This is an optimization exercise on Yosys and OpenROAD, whose aim is small area, a short achievable clock period and few clock cycles per item, not a production implementation.
In this exercise RTL edits were held to simulation tests only and were not proved equivalent to the original.

==> flow/design.v <==
package bmhq_pkg;
   localparam int unsigned KEY_W = 32;
   localparam int unsigned CNT_W = 7;
   localparam int unsigned POS_W = 8;
   typedef logic signed [KEY_W-1:0] key_type;
   typedef logic [CNT_W-1:0]        cnt_type;
   typedef logic [POS_W-1:0]        pos_type;
   localparam logic MODE_INSERT = 1'b0;
   localparam logic MODE_REMOVE = 1'b1;
   localparam logic [1:0] ST_DONE  = 2'd0;
   localparam logic [1:0] ST_FULL  = 2'd1;
   localparam logic [1:0] ST_ZERO  = 2'd2;
   localparam logic [1:0] ST_EMPTY = 2'd3;
   localparam cnt_type CAP_RESET = 7'd64;
endpackage
module bmhq_heap_ram #(
   parameter int unsigned DEPTH = 64
) (
   input  logic                            clock,
   input  logic                            wr_en,
   input  logic [$clog2(DEPTH)-1:0]        wr_addr,
   input  bmhq_pkg::key_type               wr_data,
   input  logic [$clog2(DEPTH)-1:0]        rd_addr_a,
   input  logic [$clog2(DEPTH)-1:0]        rd_addr_b,
   output bmhq_pkg::key_type               rd_data_a,
   output bmhq_pkg::key_type               rd_data_b
);
   bmhq_pkg::key_type mem_ff [DEPTH];
   bmhq_pkg::key_type rd_a_ff;
   bmhq_pkg::key_type rd_b_ff;
   always_ff @(posedge clock) begin
      if (wr_en) begin
         mem_ff[wr_addr] <= wr_data;
      end
   end
   always_ff @(posedge clock) begin
      rd_a_ff <= mem_ff[rd_addr_a];
      rd_b_ff <= mem_ff[rd_addr_b];
   end
   assign rd_data_a = rd_a_ff;
   assign rd_data_b = rd_b_ff;
endmodule
module binary_min_heap_queue_core #(
   parameter int unsigned HEAP_DEPTH = 64
) (
   input  logic                 clock,
   input  logic                 reset,
   input  logic                 csr_wr_en,
   input  bmhq_pkg::cnt_type    csr_wr_data,
   input  logic                 req_valid,
   output logic                 req_stall,
   input  logic                 req_mode,
   input  bmhq_pkg::key_type    req_value,
   output logic                 rsp_valid,
   input  logic                 rsp_stall,
   output bmhq_pkg::key_type    rsp_min_value,
   output logic [1:0]           rsp_status,
   output bmhq_pkg::cnt_type    rsp_entry_total,
   output logic                 rsp_queue_empty
);
   localparam int unsigned ADDR_W    = $clog2(HEAP_DEPTH);
   localparam bmhq_pkg::cnt_type     DEPTH_LIM = bmhq_pkg::CNT_W'((HEAP_DEPTH > 127) ? 127 : HEAP_DEPTH);
   localparam logic [2:0] S_IDLE    = 3'd0;
   localparam logic [2:0] S_UP_RD   = 3'd1;
   localparam logic [2:0] S_UP_CMP  = 3'd2;
   localparam logic [2:0] S_DN_LOAD = 3'd3;
   localparam logic [2:0] S_DN_RD   = 3'd4;
   localparam logic [2:0] S_DN_CMP  = 3'd5;
   localparam logic [2:0] S_FIN     = 3'd6;
   logic [2:0] state_ff,  state_in;
   bmhq_pkg::cnt_type    count_ff,  count_in;
   bmhq_pkg::cnt_type    cap_ff,    cap_in;
   bmhq_pkg::cnt_type    last_ff,   last_in;      
   bmhq_pkg::pos_type    pos_ff,    pos_in;       
   bmhq_pkg::pos_type    child_ff,  child_in;     
   bmhq_pkg::key_type    key_ff,    key_in;       
   bmhq_pkg::key_type    min_ff,    min_in;
   logic [1:0] status_ff, status_in;
   logic       rsp_valid_ff, rsp_valid_in;
   bmhq_pkg::key_type    rsp_min_ff,   rsp_min_in;
   logic [1:0] rsp_status_ff, rsp_status_in;
   bmhq_pkg::cnt_type    rsp_total_ff, rsp_total_in;
   logic              wr_en;
   logic [ADDR_W-1:0] wr_addr;
   bmhq_pkg::key_type           wr_data;
   logic [ADDR_W-1:0] rd_addr_a;
   logic [ADDR_W-1:0] rd_addr_b;
   bmhq_pkg::key_type           rd_data_a;
   bmhq_pkg::key_type           rd_data_b;
   logic    req_fire;
   logic    at_limit;
   bmhq_pkg::pos_type left_pos;
   bmhq_pkg::pos_type parent_pos;
   logic    has_right;
   logic    take_right;
   bmhq_pkg::key_type child_key;
   bmhq_pkg::pos_type child_pos;
   bmhq_heap_ram #(
      .DEPTH (HEAP_DEPTH)
   ) u_ram (
      .clock     (clock),
      .wr_en     (wr_en),
      .wr_addr   (wr_addr),
      .wr_data   (wr_data),
      .rd_addr_a (rd_addr_a),
      .rd_addr_b (rd_addr_b),
      .rd_data_a (rd_data_a),
      .rd_data_b (rd_data_b)
   );
   assign req_stall = (state_ff != S_IDLE);
   assign req_fire  = req_valid && !req_stall;
   assign at_limit  = (count_ff >= cap_ff) || (count_ff >= DEPTH_LIM);
   assign left_pos   = {pos_ff[bmhq_pkg::POS_W-2:0], 1'b0};
   assign parent_pos = {1'b0, pos_ff[bmhq_pkg::POS_W-1:1]};
   assign has_right  = (child_ff < bmhq_pkg::POS_W'(last_ff));
   assign take_right = has_right && (rd_data_a > rd_data_b);
   assign child_key  = take_right ? rd_data_b : rd_data_a;
   assign child_pos  = take_right ? (child_ff + bmhq_pkg::POS_W'(1)) : child_ff;
   always_comb begin
      state_in      = state_ff;
      count_in      = count_ff;
      cap_in        = csr_wr_en ? csr_wr_data : cap_ff;
      last_in       = last_ff;
      pos_in        = pos_ff;
      child_in      = child_ff;
      key_in        = key_ff;
      min_in        = min_ff;
      status_in     = status_ff;
      rsp_valid_in  = rsp_valid_ff && rsp_stall;
      rsp_min_in    = rsp_min_ff;
      rsp_status_in = rsp_status_ff;
      rsp_total_in  = rsp_total_ff;
      wr_en         = 1'b0;
      wr_addr       = ADDR_W'(pos_ff - bmhq_pkg::POS_W'(1));
      wr_data       = key_ff;
      rd_addr_a     = ADDR_W'(pos_ff - bmhq_pkg::POS_W'(1));
      rd_addr_b     = ADDR_W'(pos_ff - bmhq_pkg::POS_W'(1));
      case (state_ff)
         S_IDLE: begin
            if (req_fire) begin
               min_in    = '0;
               status_in = bmhq_pkg::ST_DONE;
               key_in    = req_value;
               if (req_mode == bmhq_pkg::MODE_INSERT) begin
                  if (req_value == '0) begin
                     status_in = bmhq_pkg::ST_ZERO;
                     state_in  = S_FIN;
                  end else if (at_limit) begin
                     status_in = bmhq_pkg::ST_FULL;
                     state_in  = S_FIN;
                  end else begin
                     count_in = count_ff + bmhq_pkg::CNT_W'(1);
                     pos_in   = bmhq_pkg::POS_W'(count_ff) + bmhq_pkg::POS_W'(1);
                     state_in = S_UP_RD;
                  end
               end else begin
                  if (count_ff == '0) begin
                     status_in = bmhq_pkg::ST_EMPTY;
                     state_in  = S_FIN;
                  end else begin
                     rd_addr_a = '0;
                     rd_addr_b = ADDR_W'(count_ff - bmhq_pkg::CNT_W'(1));
                     count_in  = count_ff - bmhq_pkg::CNT_W'(1);
                     last_in   = count_ff - bmhq_pkg::CNT_W'(1);
                     state_in  = S_DN_LOAD;
                  end
               end
            end
         end
         S_UP_RD: begin
            if (pos_ff == bmhq_pkg::POS_W'(1)) begin
               wr_en    = 1'b1;
               state_in = S_FIN;
            end else begin
               rd_addr_a = ADDR_W'(parent_pos - bmhq_pkg::POS_W'(1));
               state_in  = S_UP_CMP;
            end
         end
         S_UP_CMP: begin
            wr_en = 1'b1;
            if (rd_data_a > key_ff) begin
               wr_data  = rd_data_a;
               pos_in   = parent_pos;
               state_in = S_UP_RD;
            end else begin
               state_in = S_FIN;
            end
         end
         S_DN_LOAD: begin
            min_in   = rd_data_a;
            key_in   = rd_data_b;
            pos_in   = bmhq_pkg::POS_W'(1);
            state_in = S_DN_RD;
         end
         S_DN_RD: begin
            if (left_pos > bmhq_pkg::POS_W'(last_ff)) begin
               wr_en    = 1'b1;
               state_in = S_FIN;
            end else begin
               child_in  = left_pos;
               rd_addr_a = ADDR_W'(left_pos - bmhq_pkg::POS_W'(1));
               rd_addr_b = (left_pos < bmhq_pkg::POS_W'(last_ff)) ? ADDR_W'(left_pos)
                                                        : ADDR_W'(left_pos - bmhq_pkg::POS_W'(1));
               state_in  = S_DN_CMP;
            end
         end
         S_DN_CMP: begin
            wr_en = 1'b1;
            if (key_ff > child_key) begin
               wr_data  = child_key;
               pos_in   = child_pos;
               state_in = S_DN_RD;
            end else begin
               state_in = S_FIN;
            end
         end
         S_FIN: begin
            if (!rsp_valid_ff || !rsp_stall) begin
               rsp_valid_in  = 1'b1;
               rsp_min_in    = min_ff;
               rsp_status_in = status_ff;
               rsp_total_in  = count_ff;
               state_in      = S_IDLE;
            end
         end
         default: begin
            state_in = S_IDLE;
         end
      endcase
   end
   always_ff @(posedge clock) begin
      if (reset) begin
         state_ff     <= S_IDLE;
         count_ff     <= '0;
         cap_ff       <= bmhq_pkg::CAP_RESET;
         rsp_valid_ff <= 1'b0;
      end else begin
         state_ff     <= state_in;
         count_ff     <= count_in;
         cap_ff       <= cap_in;
         rsp_valid_ff <= rsp_valid_in;
      end
      last_ff       <= last_in;
      pos_ff        <= pos_in;
      child_ff      <= child_in;
      key_ff        <= key_in;
      min_ff        <= min_in;
      status_ff     <= status_in;
      rsp_min_ff    <= rsp_min_in;
      rsp_status_ff <= rsp_status_in;
      rsp_total_ff  <= rsp_total_in;
   end
   assign rsp_valid       = rsp_valid_ff;
   assign rsp_min_value   = rsp_min_ff;
   assign rsp_status      = rsp_status_ff;
   assign rsp_entry_total = rsp_total_ff;
   assign rsp_queue_empty = (rsp_total_ff == '0);
endmodule
==> flow/run.sh <==
#!/bin/bash
# synth_recipe.tcl (not shown) runs the flow's synth.tcl, then flattens the netlist and writes it again
# the make line also repeats each setting of config.mk as NAME=value (left out here)
make -C /OpenROAD-flow-scripts/flow DESIGN_CONFIG=/design/flow/config.mk WORK_HOME=/design/flow/orfs CLKGATE_MAP_FILE= SYNTH_SCRIPT=/design/flow/synth_recipe.tcl finish
==> flow/config.mk <==
export PLATFORM = sky130hd
export DESIGN_NAME = binary_min_heap_queue_core
export DESIGN_NICKNAME = binary_min_heap_queue_core
export VERILOG_FILES = /design/flow/design.v
export SDC_FILE = /design/flow/constraint.sdc
export NUM_CORES = 4
export LEC_CHECK = 0
export CAP_MARGIN = 20
export CORE_MARGIN = 2
export CORE_UTILIZATION = 30
export PLACE_DENSITY = 0.5
export SLEW_MARGIN = 20
==> flow/constraint.sdc <==
create_clock -name core_clock -period 10.0 [get_ports {clock}]
set_input_delay 2.0000 -clock core_clock [delete_from_list [all_inputs] [get_ports {clock}]]
set_output_delay 2.0000 -clock core_clock [all_outputs]
set_load 0.01 [all_outputs]
==> summary.txt <==
worst max-delay path: stages (launching register included):
cell	delay, ns
edfxtp_1	0.37
inv_1	0.09
ha_1	0.22
nor2b_1	0.13
o21a_1	0.16
o21a_1	0.17
o21a_1	0.16
o21a_1	0.16
o21ai_0	0.28
o311ai_0	0.30
nor3_2	0.32
buf_4	0.48
a21oi_1	0.15
ha_1	0.41
nand4_1	0.18
or3b_1	0.41
or3_4	0.43
or4_4	0.56
a2111oi_2	0.33
nor2_1	0.09
mux2i_1	0.21
and4_2	0.31
buf_4	0.43
or2_4	0.75
o221ai_4	0.65
buf_4	0.46
metal layers:
metal  routed length (um)  GRT usage, %  vias to the layer above
met4                27400          12.8                       24
met3                53400          5.83                     1263
met2               204000          37.7                     5714
met5                  164             0                        -
met1               180000          32.2                    42600
li1                     -             -                    34400
layout by cell type, fill, tap and decap left out, types with 13 or more instances in the layout:
cell	netlist	routed
mux2i_1	420	420
mux4_2	256	256
a31oi_1	172	171
a221oi_1	76	76
nor2_1	204	132
xor2_1	14	14
a21oi_1	266	265
nand4_1	53	53
o21ai_0	196	196
edfxtp_1	2177	2177
dfxtp_1	82	82
clkdlybuf4s50_1	0	88
a22oi_1	132	132
clkinv_2	0	43
o22ai_1	197	197
nand2_1	2290	2284
nand3_1	822	818
inv_1	128	128
o21ai_1	15	15
o221ai_4	0	34
bufinv_16	0	31
a311oi_1	197	197
and3_1	195	194
clkinvlp_4	0	13
nor4_1	71	71
clkbuf_16	0	248
nor2_4	0	71
a21o_1	40	40
clkinv_1	1	49
a2111o_1	32	32
clkbuf_1	375	42
nor3_1	46	45
ha_1	122	122
o21a_1	15	15
buf_4	24	222
buf_12	0	56
or3_1	38	38
sequential cells by signal (all words and copies together) (netlist names):
register / flops
min_ff: 32
key_ff: 32
status_ff: 2
rsp_status_ff: 2
last_ff: 7
count_ff: 7
cap_ff: 7
pos_ff: 8
u_ram.rd_a_ff: 32
state_ff: 3
u_ram.rd_b_ff: 32
rsp_valid_ff: 1
u_ram.mem_ff: 2048
rsp_min_ff: 32
rsp_total_ff: 7
child_ff: 7
synth_stat cells (13+ instances only):
| library cell | count |
|---|---|
| o22ai_1 | 197 |
| dfxtp_1 | 82 |
| nor3_1 | 46 |
| a21o_1 | 40 |
| buf_4 | 24 |
| mux4_2 | 256 |
| a221oi_1 | 76 |
| a211oi_1 | 13 |
| a31oi_1 | 172 |
| buf_1 | 67 |
| ha_1 | 122 |
| buf_2 | 232 |
| a22oi_1 | 132 |
| o21a_1 | 15 |
| xor2_1 | 14 |
| nor2_1 | 204 |
| clkbuf_1 | 375 |
| mux2i_1 | 420 |
| nand4_1 | 53 |
| nand2_1 | 2290 |
| o21ai_0 | 196 |
| nor4_1 | 71 |
| nand3_1 | 822 |
| or3_1 | 38 |
| inv_1 | 128 |
| a311oi_1 | 197 |
| and3_1 | 195 |
| o221ai_2 | 30 |
| edfxtp_1 | 2177 |
| o21ai_1 | 15 |
| a2111o_1 | 32 |
| a21oi_1 | 266 |
| buf_6 | 13 |
kinds of logic after synthesis:
group / after synthesis
simple gates: 3767
flops: 2259
compound gates: 1450
buf+inv: 843
mux: 678
fa+ha+maj: 122
xor+xnor: 23
stage by stage:
step                      hold WS (ns)  cell area [um^2]
final                            0.417            125000
after global routing             0.434            125000
after CTS                        0.419            124000
after detailed placement         0.405            116000
after global placement           0.408            116000
after floorplan                  0.400            109000
how the worst max path moves through the flow:
stage                           from                             end  slack (ns)  depth (start not counted)
4_1_cts         last_ff[1]$_DFFE_PP_   u_ram.mem_ff[4][15]$_DFFE_PP_        1.41                         25
5_1_grt         last_ff[1]$_DFFE_PP_   u_ram.mem_ff[0][22]$_DFFE_PP_        1.08                         25
2_1_floorplan  child_ff[1]$_DFFE_PP_   u_ram.mem_ff[0][19]$_DFFE_PP_        1.98                         23
6_report        last_ff[1]$_DFFE_PP_  u_ram.mem_ff[14][22]$_DFFE_PP_        1.42                         25
3_5_place_dp    last_ff[1]$_DFFE_PP_  u_ram.mem_ff[13][15]$_DFFE_PP_        1.47                         25
3_3_place_gp    last_ff[1]$_DFFE_PP_  u_ram.mem_ff[13][15]$_DFFE_PP_        1.56                         23
layout make-up:
| cell class | instances | area [um^2] |
|---|---|---|
| sequential | 2259 | 67000 |
| clock inverter | 146 | 1560 |
| antenna | 12 | 30.0 |
| clock buffer | 292 | 6390 |
| inverter | 132 | 495 |
| fill | 35100 | 237000 |
| tap | 4794 | 6000 |
| multi-input combinational | 6040 | 39200 |
| timing repair buffer | 373 | 3840 |
==> key figures <==
Placement
  – Post-Place Setup Slack: 1.47 ns
  – Placed insts: 13600
  – RePlAce Congestion: 0.910
  – Post-DP HPWL: 267 mm
  – PortBufs: 88

CTS
  – CTS tree: built
  – Skew-Pair Late Insertion Delay: 0.94 ns
  – Setup repair bufs after CTS: 0
  – Num CTS Buffers: 244
  – CTS clk-pin slew, worst paths: 0.07 ns
  – Clk root buf: clkbuf_16
  – CTS Buffer Depth: 4
  – Clk sinks: 2259
  – Hold bufs inserted after CTS: 0
  – Post-cts resize count: 0
  – Max H-tree Level: 4

Logic synthesis
  – Adder-Cell Fraction of Synth Area: 1.40%
  – Largest family of logic cells by synthesized area: simple AND/OR/NAND/NOR gates
  – Ranking of synthesized cells by area: edfxtp_1, nand2_1, mux4_2, mux2i_1, nand3_1
  – Top cell type's share of synthesized area: 60.1%
  – Seq/Total Area, Yosys: 61.6%
  – Top cell type by total area after synthesis: edfxtp_1
  – Post-synthesis simple-gate area fraction: 15.0%
  – Compound-Gate Fraction of Synth Area: 9.22%
  – Mean post-synth cell area: 11.9 um^2
  – Asr flop ratio synth: 0%
  – Synth Area in XOR/XNOR: 0.185%
  – Synth Flop Type: edfxtp_1
  – Number of flops mapped to enable cells by yosys: 2177
  – Post-synth design cell area: 0.109 mm^2
  – Mux share of post-synthesis cell area: 9.19%
  – Mapped Nets: 9309
  – Synth Instances: 9142
  – Yosys cell types: 87
  – Warnings, synthesis: 2
  – Post-synthesis sequential element count: 2259

STA
  – Final setup TNS: 0 ns
  – Max-slew violations: 0
  – Worst setup margin: 1.42 ns
  – Final setup viols: 0
  – Peak Freq: 117 MHz
  – Slew @ Worst Pin: 1.28 ns
  – Max_slew headroom: 13.8%
  – RSZ-0062 raised after global routing: false
  – Final Critical Period: 8.58 ns
  – Hold Vio Cnt, Final: 0
  – Skew final: 0.0560 ns
  – Period utilization: 85.8%

Global route
  – GRT Resource Usage Total: 24.6%
  – Number of global-route vias before repair: 79600
  – Largest net degree at the start of global routing: 152
  – First-pass GRT wire length: 638 mm
  – Initial antenna violation count: 48
  – GRT overflow: 0

Route
  – Vias post-DR: 84000
  – DRC Markers: 0
  – Final wirelength: 465 mm
  – Via density: 5.98
  – Initial DRC Count: 12900
  – Wire per inst: 33.1 um
  – Drt first pass iters: 7
  – Post-DRT Antenna Nets: 0

Layout
  – Fin util: 34.4%
  – Area growth, synth to finish: 14.5%
  – Layout cells sized above 1: 11.3%
  – Fin cells: 14000
  – NumNets Final: 9217

Setup path
  – R2R depth: 25
  – Startpoint types: flip-flop
  – Type of destination of the critical path: flip-flop
  – R2r startpoint: last_ff[1]$_DFFE_PP_
  – CP arrival: 9.19 ns
  – Critical path fanouts, max: 48
  – Critical Path RT: 10.61 ns
  – R2R Setup Slk: 1.42 ns
  – R2r endpoint: u_ram.mem_ff[14][22]$_DFFE_PP_
  – WS Path Type: flip-flop to flip-flop

Die
  – Initial Util: 30.1%
  – Die Ht: 606 um
  – Core area: 0.362 mm^2
  – Die area: 0.367 mm^2
  – Die Width: 606 um
  – Row count: 221
  – # IOs: 89

Hold path
  – Worst min-delay path endpoint: rsp_min_ff[12]$_DFFE_PP_
  – Worst hold start: min_ff[12]$_SDFFCE_PN0P_
  – Min-Delay Path Depth: 0
  – Worst min path class: flip-flop to flip-flop

Run
  – Max-capacitance violation count: 0

Outcome
  – Status: timing/DRC/antenna clean
Testbench counts, summed over its fixed seeds: cycles 68,342, items 6,400.

## what the ideal ports hide
The flow's constraints put no driver on any port. The routed layout listed below was extracted and timed again, unchanged, in two steps.
Step 1 sets driving cells, clkbuf_16 on the clock port and buf_2 on the other inputs (assumed; they add their load-dependent delay and slew).
Step 2 also shifts input and output timing later by t, the mid clock arrival at the registers, as if the neighbouring blocks saw the same clock.
Slacks: no drivers / after step 1 / after step 2; pairs: no drivers / after step 1.
shift t [ns]: 1.020
setup WS [ns]: 1.421 / 1.421 / 1.421
worst slew at a driven data input, ns: 0.04
After both steps this run still meets setup and hold. For this run, drivers alone change the setup slack by 0.000 ns; drivers and shift together by 0.000 ns.
